Source: an optimization exercise on an open RTL-to-GDS flow (aim: small area and few clock cycles per item). Production flows keep margins and buffers that such runs may drop. At most, simulation tests tie the RTL to the original design; equivalence was not proved. The RTL of run 5 was laid out without a check of its function. The flow treats the clock pin as an ideal source, which a real chip does not have.

### constraint.sdc
create_clock -name core_clock -period 5.0 [get_ports {clk}]
set_input_delay 1.0000 -clock core_clock [delete_from_list [all_inputs] [get_ports {clk}]]
set_output_delay 1.0000 -clock core_clock [all_outputs]
set_load 0.01 [all_outputs]
### standard.sh
#!/bin/bash
# synth_recipe.tcl (not shown) runs the flow's synth.tcl, then flattens the netlist and writes it again
# the make line also repeats each setting of config.mk as NAME=value (left out here)
make -C /OpenROAD-flow-scripts/flow DESIGN_CONFIG=/design/flow/config.mk WORK_HOME=/design/flow/orfs CLKGATE_MAP_FILE= SYNTH_SCRIPT=/design/flow/synth_recipe.tcl "${@:-finish}"
### flow/run.sh
#!/bin/bash
# Standard layout, with the port buffers made from the smallest buffer cell
# instead of the default clkdlybuf4s50_1. Everything else is the standard
# flow (standard synthesis included). Each tool's output goes to a log here.
set -euo pipefail
export BUFFER_PORTS_ARGS="-buffer_cell sky130_fd_sc_hd__buf_1"
bash standard.sh > flow_make.log 2>&1
### config.mk
export PLATFORM = sky130hd
export DESIGN_NAME = waterfall_level_to_rgb_core
export DESIGN_NICKNAME = waterfall_level_to_rgb_core
export VERILOG_FILES = /design/flow/design.v
export SDC_FILE = /design/flow/constraint.sdc
export NUM_CORES = 4
export LEC_CHECK = 0
export ABC_AREA = 1
export CAP_MARGIN = 20
export CORE_MARGIN = 2
export CORE_UTILIZATION = 40
export SLEW_MARGIN = 20
### design.v
`default_nettype none
package wfc_pkg;
  localparam int LVL_W  = 16;
  localparam int FRAC_W = 16;
  localparam int QUO_W  = FRAC_W + 1;
  localparam int COL_W  = 8;
  localparam int APB_DW = 32;
  localparam int APB_AW = 3;
endpackage
`default_nettype wire
`default_nettype none
module wfc_apb_regs (
  input  wire logic                             clk,
  input  wire logic                             rst_n,
  input  wire logic                             psel,
  input  wire logic                             penable,
  input  wire logic                             pwrite,
  input  wire logic [wfc_pkg::APB_AW-1:0]       paddr,
  input  wire logic [wfc_pkg::APB_DW-1:0]       pwdata,
  output logic      [wfc_pkg::APB_DW-1:0]       prdata,
  output logic                                  pready,
  output logic signed [wfc_pkg::LVL_W-1:0]      low_level,
  output logic signed [wfc_pkg::LVL_W-1:0]      high_level
);
  logic signed [15:0] low_r;
  logic signed [15:0] high_r;
  logic               wr_en;
  assign pready = 1'b1;
  assign wr_en  = psel & penable & pwrite;
  always_ff @(posedge clk) begin
    if (!rst_n) begin
      low_r  <= 16'sd480;
      high_r <= 16'sd1440;
    end else if (wr_en) begin
      if (paddr[2]) high_r <= pwdata[15:0];
      else          low_r  <= pwdata[15:0];
    end
  end
  logic [15:0] rd;
  assign rd     = paddr[2] ? high_r : low_r;
  assign prdata = {{16{rd[15]}}, rd};
  assign low_level  = low_r;
  assign high_level = high_r;
endmodule
`default_nettype wire
`default_nettype none
module wfc_divider #(
  parameter logic [14:0] REG_AFTER = 15'b101_0101_0101_0101
) (
  input  wire logic                             clk,
  input  wire logic                             rst_n,
  input  wire logic                             en,
  input  wire logic                             in_valid,
  input  wire logic signed [wfc_pkg::LVL_W-1:0] level,
  input  wire logic signed [wfc_pkg::LVL_W-1:0] low_level,
  input  wire logic signed [wfc_pkg::LVL_W-1:0] high_level,
  output logic                                  out_valid,
  output logic [3:0]                            out_seg,
  output logic [15:0]                           out_x
);
  logic [16:0] rng;
  logic [15:0] d_r;
  logic [15:0] dn_r;
  assign rng = {high_level[15], high_level} - {low_level[15], low_level};
  always_ff @(posedge clk) begin
    d_r  <= rng[15:0];
    dn_r <= ~rng[15:0];
  end
  logic [16:0] off;
  logic        below, above, eq, dz0, yellow, black;
  assign off    = {level[15], level} - {low_level[15], low_level};
  assign below  = level < low_level;
  assign above  = level > high_level;
  assign eq     = level == high_level;
  assign dz0    = low_level == high_level;
  assign yellow = ~below & above;
  assign black  = below | (~above & dz0);
  logic [15:0] rem_c [0:14];
  logic [14:0] quo_c [0:14];
  logic        vld_c [0:14];
  logic [15:0] rem_i [0:14];
  logic [14:0] quo_i [0:14];
  logic        vld_i [0:14];
  assign rem_c[0] = yellow ? 16'd1 : (black | eq) ? 16'd0 : off[15:0];
  assign quo_c[0] = {14'd0, yellow | (~black & eq)};
  assign vld_c[0] = in_valid;
  function automatic logic [16:0] div_step(input logic [15:0] rem, input logic [15:0] d);
    logic [16:0] t, dn, gg, pp, co;
    t  = {rem, 1'b0};
    dn = {1'b1, ~d};
    gg = {t[16:1] & dn[16:1], dn[0]};
    pp = {t[16:1] | dn[16:1], 1'b0};
    co[0] = gg[0];
    for (int i = 1; i < 17; i++) co[i] = gg[i] | (pp[i] & co[i-1]);
    div_step = {co[16], t[15:0] ^ ({16{co[16]}} & ~(d ^ {co[14:0], 1'b1}))};
  endfunction
  for (genvar r = 0; r <= 14; r++) begin : g_row
    if (r > 0) begin : g_step
      logic [16:0] s;
      assign s        = div_step(rem_i[r-1], (r > 8) ? ~dn_r : d_r);
      assign rem_c[r] = s[15:0];
      assign quo_c[r] = {quo_i[r-1][13:0], s[16]};
      assign vld_c[r] = vld_i[r-1];
    end
    if (REG_AFTER[r]) begin : g_reg
      logic [15:0] rem_q;
      logic [r:0]  quo_q;
      logic        vld_q;
      always_ff @(posedge clk) begin
        if (!rst_n)  vld_q <= 1'b0;
        else if (en) vld_q <= vld_c[r];
      end
      always_ff @(posedge clk) begin
        if (en) begin
          quo_q <= quo_c[r][r:0];
          rem_q <= rem_c[r];
        end
      end
      assign rem_i[r] = rem_q;
      if (r < 14) begin : g_pad
        assign quo_i[r] = {{(14-r){1'b0}}, quo_q};
      end else begin : g_full
        assign quo_i[r] = quo_q;
      end
      assign vld_i[r] = vld_q;
    end else begin : g_comb
      assign rem_i[r] = rem_c[r];
      assign quo_i[r] = quo_c[r];
      assign vld_i[r] = vld_c[r];
    end
  end
  logic [14:0] qh;
  logic [16:0] s15, s16;
  logic        q1, q0;
  logic [19:0] pa, pb, pc, pd, p;
  logic [3:0]  ip;
  logic [15:0] x;
  logic        ylw, blk;
  logic [3:0]  seg_q;
  logic [15:0] x_q;
  logic        vld_q;
  assign qh  = quo_i[14];
  assign s15 = div_step(rem_i[14], ~dn_r);
  assign q1  = s15[16];
  assign s16 = div_step(s15[15:0], ~dn_r);
  assign q0  = s16[16];
  assign pa  = {qh, 5'b00000} + {3'b000, qh, 2'b00};
  assign pb  = pa + 20'd18;
  assign pc  = q1 ? pb : pa;
  assign pd  = pc + 20'd9;
  assign p   = q0 ? pd : pc;
  assign ip  = p[19:16];
  assign ylw = qh[14] & ((qh[13:0] != 14'd0) | q1 | q0);
  assign blk = ~qh[14] & (d_r == 16'd0);
  always_comb begin
    case (ip)
      4'd0, 4'd1: x = {ip[0], p[15:1]};
      4'd5, 4'd6: x = {ip[1], p[15:1]};
      default:    x = p[15:0];
    endcase
  end
  always_ff @(posedge clk) begin
    if (!rst_n)  vld_q <= 1'b0;
    else if (en) vld_q <= vld_i[14];
  end
  always_ff @(posedge clk) begin
    if (en) begin
      seg_q <= ylw ? 4'd5 : blk ? 4'd0 : ip;
      x_q   <= (ylw | blk) ? 16'd0 : x;
    end
  end
  assign out_valid = vld_q;
  assign out_seg   = seg_q;
  assign out_x     = x_q;
endmodule
`default_nettype wire
`default_nettype none
module wfc_colormap (
  input  wire logic [3:0]                seg,
  input  wire logic [15:0]               x,
  output logic [wfc_pkg::COL_W-1:0]      red,
  output logic [wfc_pkg::COL_W-1:0]      green,
  output logic [wfc_pkg::COL_W-1:0]      blue
);
  logic [7:0] a, b, am, ap, up, dn, wr, wg;
  logic [6:0] w4;
  logic       c, nz;
  assign a  = x[15:8];
  assign b  = x[7:0];
  assign c  = a < b;
  assign nz = x != 16'd0;
  assign am = a - 8'd1;
  assign ap = a + 8'd1;
  assign up = (c | ~nz) ? a : am;
  assign dn = c ? ~ap : ~a;
  assign w4 = {1'b0, a[7:2]} + {6'd0, c | a[1] | a[0]};
  assign wr = ~{1'b0, w4};
  assign wg = {1'b0, up[7:1]};
  always_comb begin
    case (seg)
      4'd0, 4'd1: {red, green, blue} = {8'h00, 8'h00, up};
      4'd2:       {red, green, blue} = {8'h00, up, 8'hFF};
      4'd3:       {red, green, blue} = {8'h00, 8'hFF, dn};
      4'd4:       {red, green, blue} = {up, 8'hFF, 8'h00};
      4'd5, 4'd6: {red, green, blue} = {8'hFF, dn, 8'h00};
      4'd7:       {red, green, blue} = {8'hFF, 8'h00, up};
      4'd8:       {red, green, blue} = {wr, wg, 8'hFF};
      default:    {red, green, blue} = {8'd191, 8'd127, 8'hFF};
    endcase
  end
endmodule
`default_nettype wire
`default_nettype none
module waterfall_level_to_rgb_core (
  input  wire logic                        clk,
  input  wire logic                        rst_n,
  input  wire logic                        in_valid,
  output logic                             in_ready,
  input  wire logic [wfc_pkg::LVL_W-1:0]   in_level,
  output logic                             out_valid,
  input  wire logic                        out_ready,
  output logic      [wfc_pkg::COL_W-1:0]   out_red,
  output logic      [wfc_pkg::COL_W-1:0]   out_green,
  output logic      [wfc_pkg::COL_W-1:0]   out_blue,
  input  wire logic                        psel,
  input  wire logic                        penable,
  input  wire logic                        pwrite,
  input  wire logic [wfc_pkg::APB_AW-1:0]  paddr,
  input  wire logic [wfc_pkg::APB_DW-1:0]  pwdata,
  output logic      [wfc_pkg::APB_DW-1:0]  prdata,
  output logic                             pready
);
  logic signed [wfc_pkg::LVL_W-1:0] low_level;
  logic signed [wfc_pkg::LVL_W-1:0] high_level;
  logic                             pipe_en;
  logic [3:0]                       seg;
  logic [15:0]                      x;
  wfc_apb_regs u_regs (
    .clk        (clk),
    .rst_n      (rst_n),
    .psel       (psel),
    .penable    (penable),
    .pwrite     (pwrite),
    .paddr      (paddr),
    .pwdata     (pwdata),
    .prdata     (prdata),
    .pready     (pready),
    .low_level  (low_level),
    .high_level (high_level)
  );
  wfc_divider u_div (
    .clk        (clk),
    .rst_n      (rst_n),
    .en         (pipe_en),
    .in_valid   (in_valid),
    .level      (in_level),
    .low_level  (low_level),
    .high_level (high_level),
    .out_valid  (out_valid),
    .out_seg    (seg),
    .out_x      (x)
  );
  wfc_colormap u_cmap (
    .seg   (seg),
    .x     (x),
    .red   (out_red),
    .green (out_green),
    .blue  (out_blue)
  );
  assign pipe_en  = out_ready | ~out_valid;
  assign in_ready = pipe_en;
endmodule
`default_nettype wire
==> results_dict.tcl, run 1 <==
set metrics [dict create \
    final_common_cell "nand2_1" \
    postLayoutCoreUtil_pct 46.68 \
    synth_cells 3577 \
    route.detailed.drc 0 \
    area_delta_synth_final_pct 15.15 \
    place_ws_ns 0.02010 \
    slowest_stage "edfxtp_1" \
    seq_area_frac_synth_pct 31.23 \
    finalHoldViolCount 0 \
    maxSlewHeadroom_pct 25.23 \
    grt_max_degree 113 \
    fmax_mhz 213.8 \
    nFillCells 6149 \
    arrival_ns 4.98 \
    cts.sinks 285 \
    status "no timing/DRC/antenna violations" \
    num_vias 21842 \
    path_max_fanout 7 \
    drv_slew 0 \
    r2r_slack_ns 0.32 \
    ys_seq_elements 285 \
    cts.path.max_buffers 3 \
    wl_um 62980 \
    cts_tree "built" \
    finalSetupViolCount 0 \
    wl_per_cell_um 13.75 \
    drv_cap 0 \
    dp_hpwl_um 43350 \
    grt.overflow.total 0 \
    crit_path_max_incr_delay_ns 0.52 \
    die_w_um 254.3 \
    crit_top_cell "nand3_2" \
    fin_cells 4580 \
    via_per_inst 4.769 \
    antenna_found_initial 0 \
    crit_path_end_kind "flop" \
    fin_crit_sh_pct 93.55 \
    hold_class "reg2reg" \
    hold_slack_ns 0.4152 \
    final_cell_mix "nand2_1, inv_1, xor2_1, nand3_1, nor2_1" \
    ys_types 55 \
    period_needed_ns 4.678 \
    synth_nets 3713 \
    chipHeight_um 254.3 \
    synth_warnings 9 \
    synth_area_sq_um 25060 \
    path_clk_slew_ns 0.06 \
    postRouteAntennaNets 0 \
    num-nets-final 3849 \
    synth_edf_count 212 \
    synthArstFlopShare_pct 0 \
    dp.cells 4434 \
    first_global_vias 19830 \
    drive_gt1_share_pct 13.48 \
    grt_pass1_wl_um 94360 \
    core_area_sq_um 61830 \
    cts_buffers 36 \
    gr-usage-all-layers_pct 17.76 \
    syn_area_per_cell_sq_um 7.007 \
    fin_ws_ns 0.3224 \
    startpoint_type "flop" \
    die-area_sq_um 64680 \
    io_buffers 97 \
    critPathKind "reg2reg" \
    skew_ns 0.02286 \
    worst_slew_pin_slew_ns 1.122 \
    rows 91 \
    cts_max_level 2 \
    initial_utilization_pct 40.54 \
    cts_hold_buf 0 \
    clockRootBuffer "clkbuf_16" \
    io_pins 117 \
    synth_ff_type "edfxtp_1" \
    first_pass_iters 5 \
    insertion_delay_ns 0.56 \
    cp.required_ns 5.31 \
    routabilityCongestion 0.8708 \
    drt_iter0_drc 1074 \
]
critical path: cells and delay by family, from the launching register on:
| kind | cells | cell delay (ns) |
|---|---|---|
| AO/OA/AOI/OAI | 2 | 0.32 |
| buffers and inverters | 2 | 0.35 |
| flip-flops | 1 | 0.52 |
| AND/OR/NAND/NOR | 40 | 3.22 |
layout make-up:
type                            instances  area (sq um)  area share [%]
Sequential cell                       285          7846           27.19
Antenna cell                            3         7.507         0.02601
Timing Repair Buffer                  218          1682           5.827
Multi-Input combinational cell       2608         14960           51.83
Inverter                              564          2130           7.379
Clock inverter                         14         116.4          0.4032
Clock buffer                           51          1072           3.716
Tap cell                              837          1047           3.629
logic make-up after synthesis:
| group | synth area share [%] |
|---|---|
| DFF | 31.23 |
| adders and majority gates | 3.984 |
| other | 0.01496 |
| and+or+nand+nor | 33.97 |
| xor gates and xnor gates | 12.83 |
| buffers and inverters | 11.94 |
| AOI/OAI and AO/OA | 6.041 |
state kept, by name, indices dropped and copies added (netlist names):
name and count:
u_div.d_r 16, u_div.vld_q 1, u_regs.low_r 16, u_div.g_row.g_reg.rem_q 128, u_div.seg_q 4, u_div.g_row.g_reg.vld_q 8
u_div.g_row.g_reg.quo_q 64, u_div.x_q 16, u_regs.high_r 16, u_div.dn_r 16
per-layer routing:
layer,GRT usage (%),vias to the layer above,routed length (um),part of all wire (%)
met4,4.387,0,1396,2.2
met1,21.64,10013,26730,42
met3,2.256,76,2060,3.3
met2,32.89,280,32790,52
li1,-,11473,-,-
met5,0,-,0,0
worst paths after layout:
path	startpoint	to	depth (start not counted)
worst max-delay path	u_div.g_row[4].g_reg.rem_q[0]	u_div.g_row[6].g_reg.rem_q[3]	44
worst min-delay path	u_div.g_row[10].g_reg.quo_q[9]	u_div.g_row[12].g_reg.quo_q[11]	0
worst max register to register	u_div.g_row[4].g_reg.rem_q[0]	u_div.g_row[6].g_reg.rem_q[3]	44
worst min register to register	u_div.g_row[10].g_reg.quo_q[9]	u_div.g_row[12].g_reg.quo_q[11]	0
metrics by stage:
step | cell area [sq um] | setup TNS (ns)
after floorplan | 25060 | 0
after global placement | 26150 | 0
after detailed placement | 26150 | 0
after CTS | 27340 | 0
after global routing | 28850 | -1.008
final | 28860 | 0
cells in the mapped netlist, drive strengths merged (16+ instances only):
cell type  count  area share [%]
a21oi        118             2.4
buf          100             3.0
clkbuf        32            0.51
dfxtp         73             5.8
edfxtp       212              25
ha            75             3.7
inv          556             8.3
nand2       1220              19
nand3        364             9.5
nand4         17            0.42
nor2         220             3.3
o21ai        103             2.1
or2           16            0.40
xor2         357              12
what timing repair did:
item	4_1_cts	5_1_grt
cloned	1	24
buffers inserted	0	53
pin swaps	1	44
resized for setup	0	143
setup endpoints to repair	6	131
Testbench counts, summed over its fixed seeds: cycles 16,288, items 16,000.
==> run 2: changes to the inputs <==
==> flow/run.sh (replaced) <==
#!/bin/bash
# Standard layout, with the port buffers made from the smallest buffer cell
# instead of the default clkdlybuf4s50_1, no gate cloning in timing repair, and
# power recovery (downsizing gates on paths with positive slack) after global
# routing. Everything else is the standard flow (standard synthesis
# included). The make output goes to a log here; ORFS keeps each step's log.
set -euo pipefail
export BUFFER_PORTS_ARGS="-buffer_cell sky130_fd_sc_hd__buf_1"
export SKIP_GATE_CLONING=1
export RECOVER_POWER=100
bash standard.sh > flow_make.log 2>&1
==> results_dict.tcl, run 2 <==
set metrics [dict create \
    status "no timing/DRC/antenna violations" \
    route.detailed.drc 0 \
    crit_top_cell "nand3_2" \
    insertion_delay_ns 0.56 \
    seq_area_frac_synth_pct 31.23 \
    core_area_sq_um 61830 \
    fin_cells 4560 \
    synth_nets 3713 \
    die_w_um 254.3 \
    rows 91 \
    dp.cells 4434 \
    synth_compound_area_share_pct 6.041 \
    fin_crit_sh_pct 93.27 \
    cts_tree "built" \
    ys_seq_elements 285 \
    finalHoldViolCount 0 \
    synth_cells 3577 \
    synth_top_area_share_pct 25.40 \
    startpoint_type "flop" \
    cts_buffers 36 \
    synth_area_leaders "edfxtp_1, nand2_1, xor2_1" \
    synth_top_family_by_area "simple AND/OR/NAND/NOR gates" \
    largest_reg_flops 128 \
    synth_top_cells_by_count "nand2_1, inv_1, xor2_1" \
    via_per_inst 4.721 \
    grt_pass1_wl_um 94230 \
    path_clk_slew_ns 0.06 \
    clockRootBuffer "clkbuf_16" \
    synth_warnings 9 \
    area_delta_synth_final_pct 13.56 \
    ys_types 55 \
    placed_area_sq_um 26150 \
    cts.sinks 285 \
    io_pins 117 \
    hold_class "reg2reg" \
    cp.required_ns 5.31 \
    postRouteAntennaNets 0 \
    io_buffers 97 \
    grt_max_degree 113 \
    routabilityCongestion 0.8708 \
    arrival_ns 4.97 \
    first_global_vias 19817 \
    synth.area.mux_share_pct 0 \
    worst_slew_pin_slew_ns 1.228 \
    drt_iter0_drc 901 \
    synthArstFlopShare_pct 0 \
    crit_path_max_incr_delay_ns 0.37 \
    fmax_mhz 214.4 \
    drv_cap 0 \
    synth_ff_type "edfxtp_1" \
    cts.path.max_buffers 3 \
    skew_ns 0.01879 \
    cts_hold_buf 0 \
    drv_slew 0 \
    gr-usage-all-layers_pct 17.73 \
    wl_um 60740 \
    synth_xor_area_share_pct 12.83 \
    synth_edf_count 212 \
    final_area_sq_um 28460 \
    slowest_stage "dfxtp_4" \
    synth_top_area_cell "edfxtp_1" \
    synth_fa_ha_area_share_pct 3.984 \
    dp_hpwl_um 43350 \
    path_max_fanout 14 \
    synthSimpleGateAreaFrac_pct 33.97 \
    synth_area_sq_um 25060 \
    wl_per_cell_um 13.32 \
    die-area_sq_um 64680 \
    maxSlewHeadroom_pct 18.10 \
    regMostFlops "u_div.g_row.g_reg.rem_q" \
    yosysMostFrequentCell "nand2_1" \
    antenna_found_initial 0 \
    reg_top3 "u_div.g_row.g_reg.rem_q x128, u_div.g_row.g_reg.quo_q x64" \
    cts_max_level 2 \
    finalSetupViolCount 0 \
    first_pass_iters 5 \
    crit_path_end_kind "flop" \
    initial_utilization_pct 40.54 \
    final_cell_mix "nand2_1, inv_1, xor2_1, nand3_1, nor2_1" \
    chipHeight_um 254.3 \
    num_vias 21530 \
    drive_gt1_share_pct 13.17 \
    period_needed_ns 4.664 \
    grt.overflow.total 0 \
    final_common_cell "nand2_1" \
    syn_area_per_cell_sq_um 7.007 \
    num-nets-final 3830 \
    critPathKind "reg2reg" \
]
==> run 2: layout make-up <==
| type | instances | area (sq um) |
|---|---|---|
| Fill cell | 6206 | 33360 |
| Multi-Input combinational cell | 2596 | 14780 |
| Sequential cell | 285 | 7844 |
| Inverter | 564 | 2130 |
| Timing Repair Buffer | 211 | 1468 |
| Clock buffer | 51 | 1072 |
| Tap cell | 837 | 1047 |
| Clock inverter | 14 | 116.4 |
| Antenna cell | 2 | 5.005 |
==> run 2: worst paths after layout <==
path                                                      from                              end  slack [ns]  cells after the start
worst min register to register  u_div.g_row[10].g_reg.quo_q[9]  u_div.g_row[12].g_reg.quo_q[11]        0.41                      0
worst max register to register                   u_div.dn_r[0]   u_div.g_row[12].g_reg.rem_q[1]        0.34                     45
worst min-delay path            u_div.g_row[10].g_reg.quo_q[9]  u_div.g_row[12].g_reg.quo_q[11]        0.41                      0
worst max-delay path                             u_div.dn_r[0]   u_div.g_row[12].g_reg.rem_q[1]        0.34                     45
==> run 2: critical path, delay by kind of cell, from the launching register on <==
family | cells | cell delay [ns]
and+or+nand+nor | 41 | 3.41
DFF | 1 | 0.37
buffers and inverters | 2 | 0.30
xor gates and xnor gates | 1 | 0.20
AOI/OAI and AO/OA | 1 | 0.06
==> run 2: cells by family after synthesis <==
kind of cell               Yosys count
and+or+nand+nor                   1879
AOI/OAI and AO/OA                  271
DFF                                285
buffers and inverters              696
adders and majority gates           78
xor gates and xnor gates           367
other                                1
==> run 2: timing repair <==
item | in CTS | in global routing
buffers inserted | 1 | 58
gates resized for setup | 0 | 153
setup endpoints to repair | 6 | 131
endpoints found under the hold margin | 0 | 0
pin swaps | 1 | 31
==> run 2: stage by stage <==
step | TNS, ns | hold slack, ns | utilization (%) | setup slack (ns)
CTS | 0 | 0.4162 | 44.22 | 0.01455
floorplan | 0 | 0.4003 | - | 0.5261
finish | 0 | 0.4148 | 46.04 | 0.3363
detailed placement | 0 | 0.4045 | 42.29 | 0.02010
global placement | 0 | 0.4013 | 42.29 | 0.06657
global route | -1.430 | 0.4232 | 46.03 | -0.05781
==> run 2: layer usage <==
layer | track usage (%) | share of wire (%) | routed length (um)
met2 | 32.83 | 51 | 30930
met4 | 4.387 | 2.4 | 1474
met1 | 21.60 | 44 | 26570
met3 | 2.256 | 2.9 | 1763
met5 | 0 | 0 | 0
==> run 3: changes to the inputs <==
--- a/config.mk
+++ b/config.mk
@@ -8,5 +8,5 @@
 export ABC_AREA = 1
-export CAP_MARGIN = 20
+export CAP_MARGIN = 0
 export CORE_MARGIN = 2
 export CORE_UTILIZATION = 40
-export SLEW_MARGIN = 20
+export SLEW_MARGIN = 0
==> results_dict.tcl, run 3 <==
set metrics [dict create \
    insertion_delay_ns 0.56 \
    cp.required_ns 5.31 \
    path_max_fanout 14 \
    status "no timing/DRC/antenna violations" \
    crit_path_end_kind "flop" \
    num-nets-final 3830 \
    cts_max_level 2 \
    seq_area_sq_um 7844 \
    drv_slew 0 \
    synth_edf_count 212 \
    drt_iter0_drc 901 \
    first_global_vias 19817 \
    clockRootBuffer "clkbuf_16" \
    synth_ff_type "edfxtp_1" \
    reg2reg_depth 45 \
    period_needed_ns 4.664 \
    antenna_found_initial 0 \
    grt_pass1_wl_um 94230 \
    chipHeight_um 254.3 \
    critPathBufInv 2 \
    grt_max_degree 113 \
    cp-startpoint "u_div.dn_r[0]" \
    drive_gt1_share_pct 13.17 \
    largest_reg_flops 128 \
    slowest_stage "dfxtp_4" \
    area_delta_synth_final_pct 13.56 \
    cp_num_cells 45 \
    reg2reg_to "u_div.g_row[12].g_reg.rem_q[1]" \
    synth_top_area_share_pct 25.40 \
    wl_per_cell_um 13.32 \
    finalSetupViolCount 0 \
    io_buffers 97 \
    cts.sinks 285 \
    die_w_um 254.3 \
    ys_seq_elements 285 \
    synth_area_sq_um 25060 \
    arrival_ns 4.97 \
    ys_types 55 \
    critPathTopFamily "simple AND/OR/NAND/NOR gates" \
    synth_warnings 9 \
    synth_top_cells_by_count "nand2_1, inv_1, xor2_1" \
    maxSlewHeadroom_pct 18.10 \
    first_pass_iters 5 \
    via_per_inst 4.721 \
    cts_buffers 36 \
    min_path_cells 0 \
    path_clk_slew_ns 0.06 \
    reg_top3 "u_div.g_row.g_reg.rem_q x128, u_div.g_row.g_reg.quo_q x64" \
    synth_top_area_cell "edfxtp_1" \
    grt.overflow.total 0 \
    io_pins 117 \
    fmax_mhz 214.4 \
    routabilityCongestion 0.8708 \
    die-area_sq_um 64680 \
    skew_ns 0.01879 \
    multi_input_area_sq_um 14780 \
    cts.path.max_buffers 3 \
    crit_path_max_incr_delay_ns 0.37 \
    nFillCells 6206 \
    regToRegStartpoint "u_div.dn_r[0]" \
    rows 91 \
    wl_um 60740 \
    postRouteAntennaNets 0 \
    fin_crit_sh_pct 93.27 \
    finalHoldViolCount 0 \
    critPathKind "reg2reg" \
    final_area_sq_um 28460 \
    synth_area_leaders "edfxtp_1, nand2_1, xor2_1" \
    crit_top_cell "nand3_2" \
    dp_hpwl_um 43350 \
    crit_path_end "u_div.g_row[12].g_reg.rem_q[1]" \
    initial_utilization_pct 40.54 \
    placed_area_sq_um 26150 \
    hold_class "reg2reg" \
    synth_nets 3713 \
    final_cell_mix "nand2_1, inv_1, xor2_1, nand3_1, nor2_1" \
    cts_tree "built" \
    synthArstFlopShare_pct 0 \
    startpoint_type "flop" \
    yosysMostFrequentCell "nand2_1" \
    num_vias 21530 \
    worst_slew_pin_slew_ns 1.228 \
    synth_cells 3577 \
    cts_hold_buf 0 \
    syn_area_per_cell_sq_um 7.007 \
    drv_cap 0 \
    gr-usage-all-layers_pct 17.73 \
    seq_area_frac_synth_pct 31.23 \
    core_area_sq_um 61830 \
    route.detailed.drc 0 \
    regMostFlops "u_div.g_row.g_reg.rem_q" \
    final_common_cell "nand2_1" \
    r2r_slack_ns 0.34 \
]
==> run 3: cell counts in the layout (fill, tap and decap cells not counted) <==
Identical to the previous run, type by type.
==> run 3: cell families after synthesis <==
kind of cell             count (synthesis)  share of synthesized area [%]
AND/OR/NAND/NOR                       1879                          33.97
flip-flops                             285                          31.23
XOR/XNOR                               367                          12.83
other                                    1                        0.01496
adder cells (fa/ha/maj)                 78                          3.984
buffers and inverters                  696                          11.94
AO/OA/AOI/OAI                          271                          6.041
==> run 3: per-layer routing <==
layer | share of wire (%) | track usage, %
met5 | 0 | 0
met4 | 2.4 | 4.387
met3 | 2.9 | 2.256
met2 | 51 | 32.83
met1 | 44 | 21.60
==> run 3: worst min path at each step <==
stage	slack [ns]	to	startpoint
2_1_floorplan	0.40	u_div.g_row[10].g_reg.quo_q[10]	u_div.g_row[8].g_reg.quo_q[8]
3_3_place_gp	0.40	u_div.g_row[14].g_reg.quo_q[9]	u_div.g_row[12].g_reg.quo_q[7]
3_5_place_dp	0.40	u_div.g_row[12].g_reg.quo_q[11]	u_div.g_row[10].g_reg.quo_q[9]
4_1_cts	0.42	u_div.g_row[12].g_reg.quo_q[11]	u_div.g_row[10].g_reg.quo_q[9]
5_1_grt	0.42	u_div.g_row[14].g_reg.quo_q[3]	u_div.g_row[12].g_reg.quo_q[1]
6_report	0.41	u_div.g_row[12].g_reg.quo_q[11]	u_div.g_row[10].g_reg.quo_q[9]
==> run 3: area by class of cell <==
type	instances	share of cell area (%)
well taps	837	3.679
diodes	2	0.01758
flip-flops and latches	285	27.56
inverters	564	7.482
clock buffers	51	3.767
clock inverters	14	0.4088
multi-input cells	2596	51.93
repair buffers	211	5.157
==> run 3: repair_timing <==
| action | in CTS | in global routing |
|---|---|---|
| endpoints found under the setup margin | 6 | 131 |
| buffers inserted | 1 | 58 |
| gates resized for setup | 0 | 153 |
| pin swaps | 1 | 31 |
==> run 3: metrics by stage <==
step	hold slack, ns	util [%]	setup WS (ns)	instances	TNS (ns)
finish	0.4148	46.04	0.3363	4560	0
global route	0.4232	46.03	-0.05781	4558	-1.430
CTS	0.4162	44.22	0.01455	4500	0
detailed placement	0.4045	42.29	0.02010	4434	0
global placement	0.4013	42.29	0.06657	4434	0
floorplan	0.4003	-	0.5261	3577	0
==> run 3: worst reg2reg max path: cells and delay by family (launching register included) <==
family	cells	cell delay (ns)
AOI/OAI and AO/OA	1	0.07
DFF	1	0.37
and+or+nand+nor	41	3.46
xor gates and xnor gates	1	0.20
buffers and inverters	2	0.30
==> run 4: changes to the inputs <==
==> flow/run.sh (replaced) <==
#!/bin/bash
# Standard layout, with the port buffers made from the smallest buffer cell
# instead of the default clkdlybuf4s50_1, smaller clock-tree buffers after CTS
# at the leaves (flow/post_cts.tcl), no gate cloning in timing repair, and power recovery
# (downsizing gates on paths with positive slack) after global routing.
# Everything else is the standard flow (standard synthesis included). The
# make output goes to a log here; ORFS keeps each step's log.
set -euo pipefail
export BUFFER_PORTS_ARGS="-buffer_cell sky130_fd_sc_hd__buf_1"
export SKIP_GATE_CLONING=1
export RECOVER_POWER=100
export POST_CTS_TCL="$PWD/flow/post_cts.tcl"
bash standard.sh > flow_make.log 2>&1
==> flow/post_cts.tcl (new file) <==
set n 0
foreach inst [get_cells clkbuf_leaf_* -filter "ref_name == sky130_fd_sc_hd__clkbuf_16"] {
  replace_cell $inst sky130_fd_sc_hd__clkbuf_8
  incr n
}
foreach inst [get_cells clkload* -filter "ref_name == sky130_fd_sc_hd__clkbuf_16"] {
  replace_cell $inst sky130_fd_sc_hd__clkbuf_1
  incr n
}
foreach inst [get_cells clkload* -filter "ref_name == sky130_fd_sc_hd__clkbuf_8"] {
  replace_cell $inst sky130_fd_sc_hd__clkbuf_1
  incr n
}
puts "post_cts: resized $n clock tree cells"
estimate_parasitics -placement
report_clock_skew
report_worst_slack -max
report_worst_slack -min
--- a/config.mk
+++ b/config.mk
@@ -8,5 +8,5 @@
 export ABC_AREA = 1
-export CAP_MARGIN = 0
+export CAP_MARGIN = 20
 export CORE_MARGIN = 2
 export CORE_UTILIZATION = 40
-export SLEW_MARGIN = 0
+export SLEW_MARGIN = 20
==> results_dict.tcl, run 4 <==
set metrics [dict create \
    io_buffers 97 \
    grt_max_degree 113 \
    reg2reg_to "u_div.g_row[6].g_reg.rem_q[3]" \
    finalSetupViolCount 0 \
    chipHeight_um 254.3 \
    final_area_sq_um 28000 \
    synthArstFlopShare_pct 0 \
    min_delay_worst_endpoint "u_div.g_row[12].g_reg.quo_q[5]" \
    drv_cap 0 \
    postRouteAntennaNets 0 \
    cts.sinks 285 \
    seq_area_sq_um 7844 \
    skew_ns 0.02059 \
    final_common_cell "nand2_1" \
    yosysMostFrequentCell "nand2_1" \
    grt.overflow.total 0 \
    crit_top_cell "nand3_2" \
    hold_class "reg2reg" \
    synth_warnings 9 \
    route.detailed.drc 0 \
    synth_nets 3713 \
    period_needed_ns 4.629 \
    crit_path_end_kind "flop" \
    reg_top3 "u_div.g_row.g_reg.rem_q x128, u_div.g_row.g_reg.quo_q x64" \
    reg2reg_depth 43 \
    critPathKind "reg2reg" \
    ys_types 55 \
    gr-usage-all-layers_pct 17.70 \
    num-nets-final 3828 \
    path_clk_slew_ns 0.08 \
    drv_slew 0 \
    drt_iter0_drc 928 \
    ys_seq_elements 285 \
    slowest_stage "edfxtp_1" \
    num_vias 21504 \
    status "no timing/DRC/antenna violations" \
    routabilityCongestion 0.8708 \
    insertion_delay_ns 0.54 \
    synth_area_sq_um 25060 \
    core_area_sq_um 61830 \
    via_per_inst 4.718 \
    antenna_found_initial 0 \
    rows 91 \
    die-area_sq_um 64680 \
    hold_slack_ns 0.4185 \
    area_delta_synth_final_pct 11.71 \
    worstHoldStart "u_div.g_row[10].g_reg.quo_q[3]" \
    initial_utilization_pct 40.54 \
    drive_gt1_share_pct 12.96 \
    largest_reg_flops 128 \
    crit_path_max_incr_delay_ns 0.55 \
    syn_area_per_cell_sq_um 7.007 \
    arrival_ns 4.92 \
    r2r_slack_ns 0.37 \
    maxSlewHeadroom_pct 18.02 \
    synth_edf_count 212 \
    path_max_fanout 16 \
    first_pass_iters 7 \
    io_pins 117 \
    synth_top_area_cell "edfxtp_1" \
    regMostFlops "u_div.g_row.g_reg.rem_q" \
    synth_top_area_share_pct 25.40 \
    seq_area_frac_synth_pct 31.23 \
    fmax_mhz 216.0 \
    first_global_vias 19829 \
    fin_crit_sh_pct 92.58 \
    cts_tree "built" \
    synth_top_cells_by_count "nand2_1, inv_1, xor2_1" \
    startpoint_type "flop" \
    final_cell_mix "nand2_1, inv_1, xor2_1, nand3_1, nor2_1" \
    placed_area_sq_um 26150 \
    min_path_cells 0 \
    multi_input_area_sq_um 14790 \
    dp_hpwl_um 43350 \
    grt_pass1_wl_um 94100 \
    wl_um 60470 \
    nFillCells 6269 \
    synth_ff_type "edfxtp_1" \
    finalHoldViolCount 0 \
    cp.required_ns 5.29 \
    worst_slew_pin_slew_ns 1.230 \
    wl_per_cell_um 13.27 \
    regToRegStartpoint "u_div.g_row[4].g_reg.rem_q[0]" \
    die_w_um 254.3 \
    fin_tns_setup_ns 0 \
    synth_area_leaders "edfxtp_1, nand2_1, xor2_1" \
    synth_cells 3577 \
]
[run 4: cells by family after synthesis]
family / Yosys count / synth area share (%)
simple gates: 1879 / 33.97
compound gates: 271 / 6.041
other cells: 1 / 0.01496
fa+ha+maj: 78 / 3.984
buf+inv: 696 / 11.94
flops: 285 / 31.23
xor+xnor: 367 / 12.83
[run 4: worst max path at each step]
stage                                        from  cells past startpoint                        endpoint  slack, ns
floorplan                               out_ready                      2      u_div.g_row[0].g_reg.quo_q       0.53
finish              u_div.g_row[4].g_reg.rem_q[0]                     43   u_div.g_row[6].g_reg.rem_q[3]       0.37
global route                        u_div.dn_r[1]                     47  u_div.g_row[10].g_reg.rem_q[2]      -0.06
global placement                    u_div.dn_r[1]                     43                    u_div.x_q[4]       0.07
detailed placement                  u_div.dn_r[1]                     43                    u_div.x_q[5]       0.02
[run 4: layout make-up]
type / count / area share [%]
clock inverter: 14 / 0.4156
multi-input combinational: 2596 / 52.83
antenna: 2 / 0.01788
tap: 837 / 3.740
timing repair buffer: 209 / 5.202
sequential: 285 / 28.02
clock buffer: 51 / 2.172
inverter: 564 / 7.606
[run 4: metal layers]
| layer | GRT usage [%] | vias up | part of all wire [%] |
|---|---|---|---|
| met5 | 0 | - | 0 |
| met2 | 32.83 | 264 | 51 |
| met4 | 4.437 | 0 | 2.6 |
| met1 | 21.51 | 9744 | 44 |
| met3 | 2.256 | 80 | 3.1 |
| li1 | - | 11416 | - |
[run 4: critical path: cells and delay by family, from the launching register on]
| kind | cells | cell delay (ns) |
|---|---|---|
| compound gates | 2 | 0.33 |
| buf+inv | 3 | 0.47 |
| flops | 1 | 0.55 |
| simple gates | 38 | 3.03 |
[run 4: stage by stage]
stage / setup WS, ns / std cells / utilization (%)
after floorplan: 0.5261 / 3577 / -
final: 0.3711 / 4558 / 45.29
after global routing: -0.06099 / 4556 / 45.28
after detailed placement: 0.02010 / 4434 / 42.29
after global placement: 0.06657 / 4434 / 42.29
==> run 5: changes to the inputs <==
--- a/design.v
+++ b/design.v
@@ -29,10 +29,13 @@
   assign wr_en  = psel & penable & pwrite;
-  always_ff @(posedge clk) begin
-    if (!rst_n) begin
-      low_r  <= 16'sd480;
-      high_r <= 16'sd1440;
-    end else if (wr_en) begin
-      if (paddr[2]) high_r <= pwdata[15:0];
-      else          low_r  <= pwdata[15:0];
-    end
+  logic        ld_lo, ld_hi;
+  logic [15:0] nv_lo, nv_hi;
+  assign ld_lo = ~rst_n | (wr_en & ~paddr[2]);
+  assign ld_hi = ~rst_n | (wr_en &  paddr[2]);
+  assign nv_lo = rst_n ? pwdata[15:0] : 16'sd480;
+  assign nv_hi = rst_n ? pwdata[15:0] : 16'sd1440;
+  always_ff @(posedge clk) begin
+    if (ld_lo) low_r <= nv_lo;
+  end
+  always_ff @(posedge clk) begin
+    if (ld_hi) high_r <= nv_hi;
   end
==> results_dict.tcl, run 5 <==
set metrics [dict create \
    status "failed layout checks" \
    so.violations "capacitance limit, slew limit" \
    synth_cells 3477 \
    worst_slew_pin_slew_ns 2.092 \
    cts.sinks 285 \
    worstHoldStart "u_div.g_row[0].g_reg.quo_q" \
    finalHoldViolCount 0 \
    dp.cells 4356 \
    critPathBufInv 8 \
    placed_area_sq_um 26310 \
    routabilityCongestion 0.8690 \
    synth_top_cells_by_count "nand2_1, inv_1, xor2_1" \
    crit_path_max_incr_delay_ns 0.42 \
    drive_gt1_share_pct 16.66 \
    synth_area_sq_um 25020 \
    syn_area_per_cell_sq_um 7.195 \
    synth_area_leaders "edfxtp_1, nand2_1, xor2_1" \
    area_delta_synth_final_pct 15.86 \
    gr-usage-all-layers_pct 17.41 \
    via_per_inst 4.718 \
    arrival_ns 5.05 \
    ys_seq_elements 285 \
    final_cell_mix "nand2_1, inv_1, xor2_1, edfxtp_1, nor2_1" \
    antenna_found_initial 0 \
    num-nets-final 3795 \
    path_max_fanout 15 \
    min_delay_worst_endpoint "u_div.g_row[2].g_reg.quo_q[2]" \
    finalSetupViolCount 0 \
    hold_slack_ns 0.4161 \
    route.detailed.drc 0 \
    hold_class "reg2reg" \
    crit_top_cell "nand3_2" \
    seq_area_frac_synth_pct 32.57 \
    maxSlewHeadroom_pct -39.47 \
    drv_cap 1 \
    largest_reg_flops 128 \
    postLayoutCoreUtil_pct 46.88 \
    period_needed_ns 4.772 \
    synth_top_area_share_pct 29.29 \
    regToRegStartpoint "u_div.dn_r[0]" \
    rows 91 \
    io_buffers 97 \
    num_vias 21346 \
    rsz0062_at_grt "yes" \
    synth_warnings 9 \
    dp_hpwl_um 42140 \
    critPathKind "reg2reg" \
    drt_iter0_drc 825 \
    first_pass_iters 5 \
    chipHeight_um 254.1 \
    die-area_sq_um 64560 \
    synthArstFlopShare_pct 0 \
    path_clk_slew_ns 0.08 \
    drv_slew 148 \
    wl_per_cell_um 13.39 \
    grt_max_degree 148 \
    cts_tree "built" \
    reg2reg_to "u_div.x_q[12]" \
    synth_nets 3613 \
    reg_top3 "u_div.g_row.g_reg.rem_q x128, u_div.g_row.g_reg.quo_q x64" \
    fmax_mhz 209.6 \
    critPathTopFamily "simple AND/OR/NAND/NOR gates" \
    synth_edf_count 244 \
    r2r_slack_ns 0.23 \
    fin_crit_sh_pct 95.44 \
    ys_types 55 \
    postRouteAntennaNets 0 \
    regMostFlops "u_div.g_row.g_reg.rem_q" \
    synth_top_area_cell "edfxtp_1" \
    startpoint_type "flop" \
    yosysMostFrequentCell "nand2_1" \
    crit_path_end_kind "flop" \
    io_pins 117 \
    reg2reg_depth 39 \
    final_common_cell "nand2_1" \
    final_area_sq_um 28980 \
    synth_ff_type "edfxtp_1" \
    cp.required_ns 5.28 \
    die_w_um 254.1 \
    grt.overflow.total 0 \
    slowest_stage "dfxtp_4" \
    first_global_vias 19496 \
    initial_utilization_pct 40.46 \
    fin_tns_setup_ns 0 \
    core_area_sq_um 61830 \
    insertion_delay_ns 0.54 \
    grt_pass1_wl_um 91620 \
    skew_ns 0.02244 \
    wl_um 60560 \
    min_path_cells 0 \
    fin_cells 4524 \
]
[run 5: changes by cell type after synthesis, moves of 10 or more]
cell,delta
buf_2,+17
nand3_1,-33
or2_2,+11
nand2_2,+26
edfxtp_1,+32
inv_1,-19
a21oi_1,-41
nand2_1,-25
dfxtp_1,-32
buf_4,-34
o21ai_0,-27
a21boi_0,+10
[run 5: cells by family (layout without fill, tap and decap cells)]
family | after synthesis | in the layout | synth area share [%]
simple gates | 1863 | 1863 | 34.15
buf+inv | 664 | 873 | 11.22
xor+xnor | 370 | 370 | 12.95
flops | 285 | 285 | 32.57
compound gates | 216 | 216 | 5.102
fa+ha+maj | 78 | 78 | 3.991
other cells | 1 | 2 | 0.01499
[run 5: worst max path at each step]
stage / startpoint / endpoint / slack [ns] / cells after the start
after global routing: u_div.d_r[1] / u_div.g_row[4].g_reg.rem_q[2] / -0.15 / 47
after global placement: u_div.dn_r[0] / u_div.x_q[2] / -0.007 / 41
final: u_div.dn_r[0] / u_div.x_q[12] / 0.23 / 39
after floorplan: u_div.g_row[14].g_reg.quo_q[2] / u_div.x_q[10] / 0.47 / 26
after detailed placement: u_div.g_row[8].g_reg.rem_q[0] / u_div.g_row[10].g_reg.rem_q[12] / -0.04 / 46
[run 5: worst register-to-register path: cells and delay by family (launching register included)]
family,cells,cell delay (ns)
buffers and inverters,8,0.99
XOR/XNOR,2,0.37
adder cells (fa/ha/maj),1,0.19
flip-flops,1,0.42
AND/OR/NAND/NOR,27,2.42
AO/OA/AOI/OAI,1,0.14
[run 5: metrics by stage]
stage          setup WS [ns]
2_1_floorplan         0.4694
3_3_place_gp       -0.007054
3_5_place_dp        -0.04107
5_1_grt              -0.1533
6_report              0.2282
[run 5: routing by layer]
metal | up-vias | GRT usage, % | part of all wire, %
met4 | 0 | 5.328 | 3.8
met3 | 91 | 2.264 | 3.7
li1 | 11236 | - | -
met5 | - | 0 | 0
met1 | 9730 | 21.08 | 42
met2 | 289 | 31.87 | 51
[run 5: layout make-up]
type / instances / area [sq um]
clock buffer: 44 / 591.8
multi-input combinational: 2528 / 14940
fill: 6175 / 32840
clock inverter: 22 / 215.2
sequential: 285 / 8168
antenna: 1 / 2.502
inverter: 537 / 2041
tap: 837 / 1047
timing repair buffer: 270 / 1976

what the ideal ports hide:
The results above use ideal ports. As a check the final layouts listed here were re-extracted and re-timed, cells and wires unchanged. Step 1 sets driving cells, clkbuf_16 on the clock port and buf_2 on the other inputs (assumed; they add their load-dependent delay and slew). Step 2, shift: input delay + t, output delay - t, t = (earliest + latest rising clock arrival at the registers) / 2. This alone moves slack from input paths to output paths. Three values: ideal ports, drivers, drivers and shift; two values: the first two.
run | shift t [ns] | setup slack, ns | worst setup path after step 2 | worst data-port slew with drivers (ns) | cell pins on the clock port's net
run 1 | 0.609 | 0.322 / 0.322 / 0.322 | register to register | 0.05 | 1
run 2 | 0.605 | 0.336 / 0.336 / 0.336 | register to register | 0.05 | 1
run 3 | 0.605 | 0.336 / 0.336 / 0.336 | register to register | 0.05 | 1
run 4 | 0.583 | 0.371 / 0.371 / 0.371 | register to register | 0.05 | 1
run 5 | 0.588 | 0.228 / 0.228 / 0.228 | register to register | 0.04 | 1
